What follows belongs to an exercise in optimizing a design on an open flow for small area, a short achievable clock period and few clock cycles per item; a production flow would make more cautious choices.
Only simulation tests tie the RTL to the original design; equivalence was not proved.
Power is estimated from default activity; no workload was simulated.

## flow/config.mk

```make
export PLATFORM = sky130hd
export DESIGN_NAME = pe_injection_port
export DESIGN_NICKNAME = pe_injection_port
export VERILOG_FILES = /design/flow/design.v
export SDC_FILE = /design/flow/constraint.sdc
export NUM_CORES = 4
export LEC_CHECK = 0
export CAP_MARGIN = 20
export CORE_MARGIN = 2
export CORE_UTILIZATION = 40
export SLEW_MARGIN = 20
```

## flow/constraint.sdc

```tcl
create_clock -name core_clock -period 7.0 [get_ports {clk}]
set_input_delay 1.4000 -clock core_clock [delete_from_list [all_inputs] [get_ports {clk}]]
set_output_delay 1.4000 -clock core_clock [all_outputs]
set_load 0.01 [all_outputs]
```

## flow/design.v

```verilog
package noc_pkg;
    localparam int PHIT_SIZE          = 16;
    localparam int VC_IDX_W           = 4;
    localparam int LENGTH_PHIT_INDEX  = 1;
    localparam int LENGTH_FIELD_WIDTH = 16;
    localparam int CNT_W              = 17;
    typedef logic [PHIT_SIZE-1:0] phit_t;
    typedef logic [VC_IDX_W-1:0]  vc_idx_t;
    typedef enum logic {
        ARB  = 1'b0,
        SEND = 1'b1
    } out_state_t;
    function automatic logic [CNT_W-1:0] pkt_phits(
        input logic [LENGTH_FIELD_WIDTH-1:0] len,
        input int                            fs
    );
        logic [CNT_W-1:0] p;
        p = CNT_W'(len * fs);
        if (p < CNT_W'(2)) p = CNT_W'(2);
        pkt_phits = p;
    endfunction
endpackage
module inj_vc_fifo #(
    parameter int W     = 17,
    parameter int DEPTH = 4
) (
    input  logic         clk,
    input  logic         rst,
    input  logic         push,
    input  logic [W-1:0] din,
    input  logic         pop,
    output logic [W-1:0] dout,
    output logic         full,
    output logic         empty
);
    localparam int AW = $clog2(DEPTH);
    logic [W-1:0]  mem [DEPTH];
    logic [AW-1:0] wr_ptr;
    logic [AW-1:0] rd_ptr;
    logic [AW:0]   count;
    logic          do_push;
    logic          do_pop;
    assign full    = (count == (AW+1)'(DEPTH));
    assign empty   = (count == '0);
    assign do_push = push & ~full;
    assign do_pop  = pop & ~empty;
    assign dout    = mem[rd_ptr];
    always_ff @(posedge clk) begin
        if (rst) begin
            wr_ptr <= '0;
            rd_ptr <= '0;
            count  <= '0;
        end else begin
            if (do_push) wr_ptr <= wr_ptr + AW'(1);
            if (do_pop)  rd_ptr <= rd_ptr + AW'(1);
            case ({do_push, do_pop})
                2'b10:   count <= count + (AW+1)'(1);
                2'b01:   count <= count - (AW+1)'(1);
                default: count <= count;
            endcase
        end
    end
    always_ff @(posedge clk) begin
        if (do_push) mem[wr_ptr] <= din;
    end
endmodule
module pe_injection_port #(
    parameter int phit_size               = noc_pkg::PHIT_SIZE,
    parameter int flit_size               = 1,
    parameter int addr_length             = 8,
    parameter int addr_place_in_header    = 0,
    parameter int no_vc                   = 8,
    parameter int floorplusone_log2_no_vc = noc_pkg::VC_IDX_W,
    parameter int buf_depth               = 4
) (
    input  logic                               clk,
    input  logic                               full_reset,
    input  logic [phit_size-1:0]               in_data,
    input  logic                               in_sent_req,
    input  logic                               in_new,
    input  logic [floorplusone_log2_no_vc-1:0] in_vc_no,
    output logic                               out_ready,
    output logic [phit_size-1:0]               out_data,
    output logic                               out_sent_req,
    output logic                               out_new,
    output logic                               out_tail,
    output logic [floorplusone_log2_no_vc-1:0] out_vc_no,
    input  logic                               in_ready,
    output logic [addr_length-1:0]             out_dest_addr,
    output logic                               protocol_error,
    output logic [31:0]                        no_packet_inject_report,
    output logic [31:0]                        stall_cycles_report
);
    localparam int CNT_W              = noc_pkg::CNT_W;
    localparam int LENGTH_PHIT_INDEX  = noc_pkg::LENGTH_PHIT_INDEX;
    localparam int LENGTH_FIELD_WIDTH = noc_pkg::LENGTH_FIELD_WIDTH;
    localparam int VW = floorplusone_log2_no_vc;
    localparam int EW = phit_size + 1;
    logic [no_vc-1:0] full, empty, push, pop, bad, req;
    logic [EW-1:0]    head [no_vc];
    logic             sel_full, wr;
    logic [EW-1:0]    g_head;
    logic             g_empty;
    noc_pkg::out_state_t    state, state_nxt;
    logic [VW-1:0]          grant, grant_nxt, winner;
    logic [CNT_W-1:0]       ocnt, ocnt_nxt, oplen, oplen_nxt, plen_cur;
    logic [addr_length-1:0] dest, dest_nxt;
    logic [EW-1:0]          win_head;
    logic                   found, hs, is_len_phit, tail_raw;
    always_comb begin
        sel_full = 1'b1;
        g_head   = '0;
        g_empty  = 1'b1;
        for (int v = 0; v < no_vc; v++) begin
            if (in_vc_no == VW'(v)) sel_full = full[v];
            if (grant == VW'(v)) begin
                g_head  = head[v];
                g_empty = empty[v];
            end
        end
    end
    assign out_ready = ~sel_full;
    assign wr        = in_sent_req & out_ready;
    for (genvar v = 0; v < no_vc; v++) begin : g_vc
        logic             body, hit, ok, last;
        logic [CNT_W-1:0] idx, plen, plen_now;
        assign hit      = wr & (in_vc_no == VW'(v));
        assign ok       = in_new ^ body;
        assign plen_now = (idx == CNT_W'(LENGTH_PHIT_INDEX))
                        ? noc_pkg::pkt_phits(in_data[LENGTH_FIELD_WIDTH-1:0],
                                    flit_size)
                        : plen;
        assign last     = (idx == plen_now - CNT_W'(1));
        assign push[v]  = hit & ok;
        assign bad[v]   = hit & ~ok;
        assign req[v]   = ~empty[v] & head[v][phit_size];
        always_ff @(posedge clk) begin
            if (full_reset) begin
                body <= 1'b0;
                idx  <= '0;
                plen <= '0;
            end else if (push[v]) begin
                if (in_new) begin
                    body <= 1'b1;
                    idx  <= CNT_W'(1);
                end else begin
                    if (idx == CNT_W'(LENGTH_PHIT_INDEX)) plen <= plen_now;
                    if (last) body <= 1'b0;
                    else      idx  <= idx + CNT_W'(1);
                end
            end
        end
        inj_vc_fifo #(
            .W     (EW),
            .DEPTH (buf_depth)
        ) u_fifo (
            .clk   (clk),
            .rst   (full_reset),
            .push  (push[v]),
            .din   ({in_new, in_data}),
            .pop   (pop[v]),
            .dout  (head[v]),
            .full  (full[v]),
            .empty (empty[v])
        );
    end
    always_comb begin
        found    = 1'b0;
        winner   = grant;
        win_head = '0;
        for (int v = 0; v < no_vc; v++) begin
            if (!found && req[v] && (VW'(v) > grant)) begin
                found    = 1'b1;
                winner   = VW'(v);
                win_head = head[v];
            end
        end
        for (int v = 0; v < no_vc; v++) begin
            if (!found && req[v] && (VW'(v) <= grant)) begin
                found    = 1'b1;
                winner   = VW'(v);
                win_head = head[v];
            end
        end
    end
    assign is_len_phit = (ocnt == CNT_W'(LENGTH_PHIT_INDEX));
    assign plen_cur    = is_len_phit
                       ? noc_pkg::pkt_phits(g_head[LENGTH_FIELD_WIDTH-1:0], flit_size)
                       : oplen;
    assign tail_raw    = (ocnt != '0) && (ocnt == plen_cur - CNT_W'(1));
    assign out_sent_req  = (state == noc_pkg::SEND) & ~g_empty;
    assign hs            = out_sent_req & in_ready;
    assign out_data      = out_sent_req ? g_head[phit_size-1:0] : '0;
    assign out_new       = out_sent_req & g_head[phit_size];
    assign out_tail      = out_sent_req & tail_raw;
    assign out_vc_no     = (state == noc_pkg::SEND) ? grant : '0;
    assign out_dest_addr = dest;
    always_comb begin
        state_nxt = state;
        grant_nxt = grant;
        ocnt_nxt  = ocnt;
        oplen_nxt = oplen;
        dest_nxt  = dest;
        pop       = '0;
        unique case (state)
            noc_pkg::ARB: begin
                if (found) begin
                    state_nxt = noc_pkg::SEND;
                    grant_nxt = winner;
                    ocnt_nxt  = '0;
                    dest_nxt  = win_head[addr_place_in_header +: addr_length];
                end
            end
            noc_pkg::SEND: begin
                if (hs) begin
                    for (int v = 0; v < no_vc; v++)
                        pop[v] = (grant == VW'(v));
                    ocnt_nxt = ocnt + CNT_W'(1);
                    if (is_len_phit) oplen_nxt = plen_cur;
                    if (tail_raw)    state_nxt = noc_pkg::ARB;
                end
            end
        endcase
    end
    always_ff @(posedge clk) begin
        if (full_reset) begin
            state          <= noc_pkg::ARB;
            grant          <= VW'(no_vc - 1);
            ocnt           <= '0;
            oplen          <= '0;
            dest           <= '0;
            protocol_error <= 1'b0;
        end else begin
            state          <= state_nxt;
            grant          <= grant_nxt;
            ocnt           <= ocnt_nxt;
            oplen          <= oplen_nxt;
            dest           <= dest_nxt;
            protocol_error <= protocol_error | (|bad);
        end
    end
    logic [31:0] pkt_cnt, stall_cnt;
    always_ff @(posedge clk) begin
        if (full_reset) begin
            pkt_cnt   <= '0;
            stall_cnt <= '0;
        end else begin
            if (hs & tail_raw)             pkt_cnt   <= pkt_cnt + 32'd1;
            if (in_sent_req & ~out_ready) stall_cnt <= stall_cnt + 32'd1;
        end
    end
    assign no_packet_inject_report = pkt_cnt;
    assign stall_cycles_report     = stall_cnt;
endmodule
```

## flow/run.sh

```bash
#!/bin/bash
# synth_recipe.tcl (not shown) runs the flow's synth.tcl, then flattens the netlist and writes it again
# the make line also repeats each setting of config.mk as NAME=value (left out here)
make -C /OpenROAD-flow-scripts/flow DESIGN_CONFIG=/design/flow/config.mk WORK_HOME=/design/flow/orfs CLKGATE_MAP_FILE= SYNTH_SCRIPT=/design/flow/synth_recipe.tcl finish
```

==> summary.txt <==
path summary, 6_finish.rpt:
path | start | endpoint | slack, ns | depth (start not counted)
max | flop | out_tail | 0.17 | 16
min | g_vc[6].plen[6] | g_vc[6].plen[6] | 0.45 | 2
max reg2reg | flop | pkt_cnt[0] | 1.21 | 21
min reg2reg | g_vc[6].plen[6] | g_vc[6].plen[6] | 0.45 | 2
worst reg2reg max path, stage by stage, from the launching register on:
cell	delay, ns
dfxtp_2	0.34
buf_12	0.15
mux4_2	0.59
o21ai_2	0.18
nand4b_1	0.29
a221oi_4	0.38
nand3_2	0.15
nor4_4	0.39
nor2_2	0.09
nand2_1	0.08
o21ai_1	0.11
ha_4	0.21
nor3b_4	0.15
xor2_1	0.15
or3_1	0.31
o311a_1	0.11
o211ai_1	0.12
o31a_1	0.17
and4_1	0.25
o2111ai_4	0.52
or3_4	0.63
mux2_4	0.30
routing by layer:
layer,vias to the layer above,track usage,wire [um]
li1,18200,-,-
met1,19600,0.334,70700
met2,1361,0.382,74200
met3,287,0.0406,11600
met4,8,0.0907,6330
met5,-,0,50
placed cells by master, fill, tap and decap left out, types with 53 or more instances in the layout:
cell type and n:
edfxtp_1 544, nor2_1 492, dfxtp_1 451, nand2_1 376
a21oi_1 262, mux2i_1 257, buf_4 188, xnor2_1 182
o21ai_0 140, xor2_1 139, mux4_2 116, nand3_1 109
nor3_1 108, clkbuf_16 108, inv_1 106, clkdlybuf4s50_1 103
or3_1 97, nor4_1 90, nand4_1 85, and3_1 79
ha_1 69, nor2b_1 53
state kept, by name, summed over array words and instances (netlist names), named ones only:
| name | cells |
|---|---|
| dest | 8 |
| grant | 3 |
| state | 1 |
| g_vc.u_fifo.rd_ptr | 16 |
| protocol_error | 1 |
| ocnt | 17 |
| g_vc.idx | 136 |
| pkt_cnt | 32 |
| g_vc.body | 8 |
| g_vc.u_fifo.wr_ptr | 16 |
| g_vc.u_fifo.mem | 544 |
| g_vc.plen | 136 |
| stall_cnt | 32 |
| oplen | 17 |
| g_vc.u_fifo.count | 24 |
kinds of logic after synthesis:
logic type	share of synthesized area
AO/OA/AOI/OAI	0.101
XOR/XNOR	0.0552
adder cells (fa/ha/maj)	0.0201
buffers and inverters	0.0331
flip-flops	0.498
multiplexers	0.116
other	0.0000729
AND/OR/NAND/NOR	0.177
area by class of cell:
| type | count | area (sq um) |
|---|---|---|
| Tap cell | 1662 | 2080 |
| Fill cell | 11700 | 68500 |
| Clock buffer | 142 | 2950 |
| Clock inverter | 60 | 771 |
| Timing Repair Buffer | 325 | 2890 |
| Antenna cell | 4 | 10.0 |
| Inverter | 114 | 428 |
| Sequential cell | 1007 | 25600 |
| Multi-Input combinational cell | 3403 | 24400 |
stage by stage:
stage | setup WS (ns) | instance area (sq um)
after floorplan | 1.21 | 51500
after global placement | -0.107 | 54800
after detailed placement | -0.189 | 54800
after CTS | 0.0452 | 58900
after global routing | -0.0251 | 59100
final | 0.172 | 59100
where the power goes:
| part | total (mW) | internal [mW] | switching [mW] |
|---|---|---|---|
| clock network | 5.97 | 3.45 | 2.52 |
| logic | 0.500 | 0.128 | 0.371 |
| registers | 6.23 | 6.22 | 0.00749 |
repair_timing:
item / in CTS / in global routing
setup endpoints to repair: 1 / 1
pin swaps: 6 / 13
buffers inserted: 13 / 18
cloned: 3 / 0
gates resized for setup: 38 / 26
hold buffers: 0 / 0
==> reports/results.ini <==
[power_and_ir_drop]
peakVddDrop_v = 0.000195
p_per_area_mw_per_mm2 = 215
power_mw = 12.7
p_leak_nw = 20.4

[routing]
wl_per_cell_um = 24.2
post-route-drc-count = 0
vias = 39400
final_antenna_net_count = 0
routed_wl_mm = 163
dr.pass1.iters = 8
first_iter_violations = 4100
post_drt_via_cell_ratio = 5.87

[place]
hpwlAfterDp_mm = 113
place.gp.congestion = 1.04
io_buffer_count = 120
place_inst = 6476

[sta]
tns_ns = 0
slew_headroom = 0.225
setup_viol = 0
clock_skew_ns = 0.0420
maxSlewViolCount = 0
period_minus_slack_ns = 6.83
fmaxAchievable_ghz = 0.146
finalHoldViolations = 0
tightest_slew_ns = 1.16
holdWs_ns = 0.453
period_share = 0.975

[critical_path]
slowest_delay_ns = 0.58
crit_required_ns = 5.60
cp-start-kind = flop
cp_cell_sequence = buf_12 > mux4_2 > o21ai_2 > nand4b_1 > a221oi_4 > buf_4 > buf_4 > buf_4 > nand4_1 > or4_1 > and2_4 > a311oi_2 > o2111ai_1 > nor4_2 > buf_4 > clkbuf_2
crit_fanout = 13
arrival_ns = 5.43
crit_buf_inv = 6
critPathTopFamily = simple AND/OR/NAND/NOR gates
crit_top_cell = buf_4
critPathKind = flop to primary output
slowest_stage = mux4_2
cp-end-kind = primary output

[synth]
synth_common_cells = 544 x edfxtp_1, 494 x nor2_1, 463 x dfxtp_1
synthArstFlopShare = 0
synthMostInstantiatedCell = edfxtp_1
ys_warn_count = 3
ys_seq_area_frac = 0.498
ys_seq_elements = 1007
synthFlopType = edfxtp_1
syn_area_sq_mm = 0.0515
synth_edf_count = 544
ys_top_cells_by_area = edfxtp_1 32%, dfxtp_1 18%, mux4_2 5.1%
syn_inst = 4806
avgSynthCellArea_sq_um = 10.7
synth_area_leader_cell = edfxtp_1
syn_nets = 4909
synth_top_area_frac = 0.317
yosysUniqueCellTypes = 116

[grt]
grt_usage = 0.242
gr-total-overflow = 0
antenna_found_initial = 14
grt_pass1_wl_mm = 243
grt_pass1_vias = 37300
grt_max_degree = 144

[run_status]
status = no timing/DRC/antenna violations

[die]
die_area_sq_mm = 0.132
core.rowCount = 131
initial_utilization = 0.403
chipWidth_um = 363
die_h_um = 363
coreArea_sq_mm = 0.128
io_pins = 122

[clock_network]
clk_pin_slew_worst_paths_ns = 0.06
tritoncts = yes
clock_latency_ns = 0.76
clockBufferDepth = 3
cts_made_buffers = 107
clock_sinks = 1007
htreeDepth = 3
clockRootBuffer = clkbuf_16

[flow_run]
maxCapViolCount = 0

[layout]
drive_above_1_share = 0.137
utilization = 0.463
nNetsFinal = 5061
instances_no_fill = 6717
area_growth_pct = 14.9

[hold_path]
hp-class = flop to flop

Testbench counts, summed over its fixed seeds: cycles 12,987, packets 2,400.

static timing again, ports no longer ideal:
The flow's constraints put no driver on any port. The routed layout listed below was extracted and timed again, unchanged, in two steps.
Step 1: set_driving_cell puts a clkbuf_16 on clk and a buf_2 on each other input, an assumption about the parent block.
Step 2 adds t to the input delays and takes it off the output delays; t is the mean of the earliest and latest rising clock arrival at the registers after step 1. Input paths then give back, and output paths get back, about the clock's delay inside the block.
a / b / c = ideal ports / drivers / drivers and shift; a / b = the first two.
shift t [ns]: 0.802
slack for setup (ns): 0.172 / 0.099 / 0.356
hold slack, ns: 0.453 / 0.453 / 0.453
worst setup path at the end: input to register
worst register clock-pin slew, ns: 0.07 / 0.07
After both steps setup and hold are still met in this run. For this run, drivers alone change the setup slack by -0.073 ns; drivers and shift together by +0.184 ns.
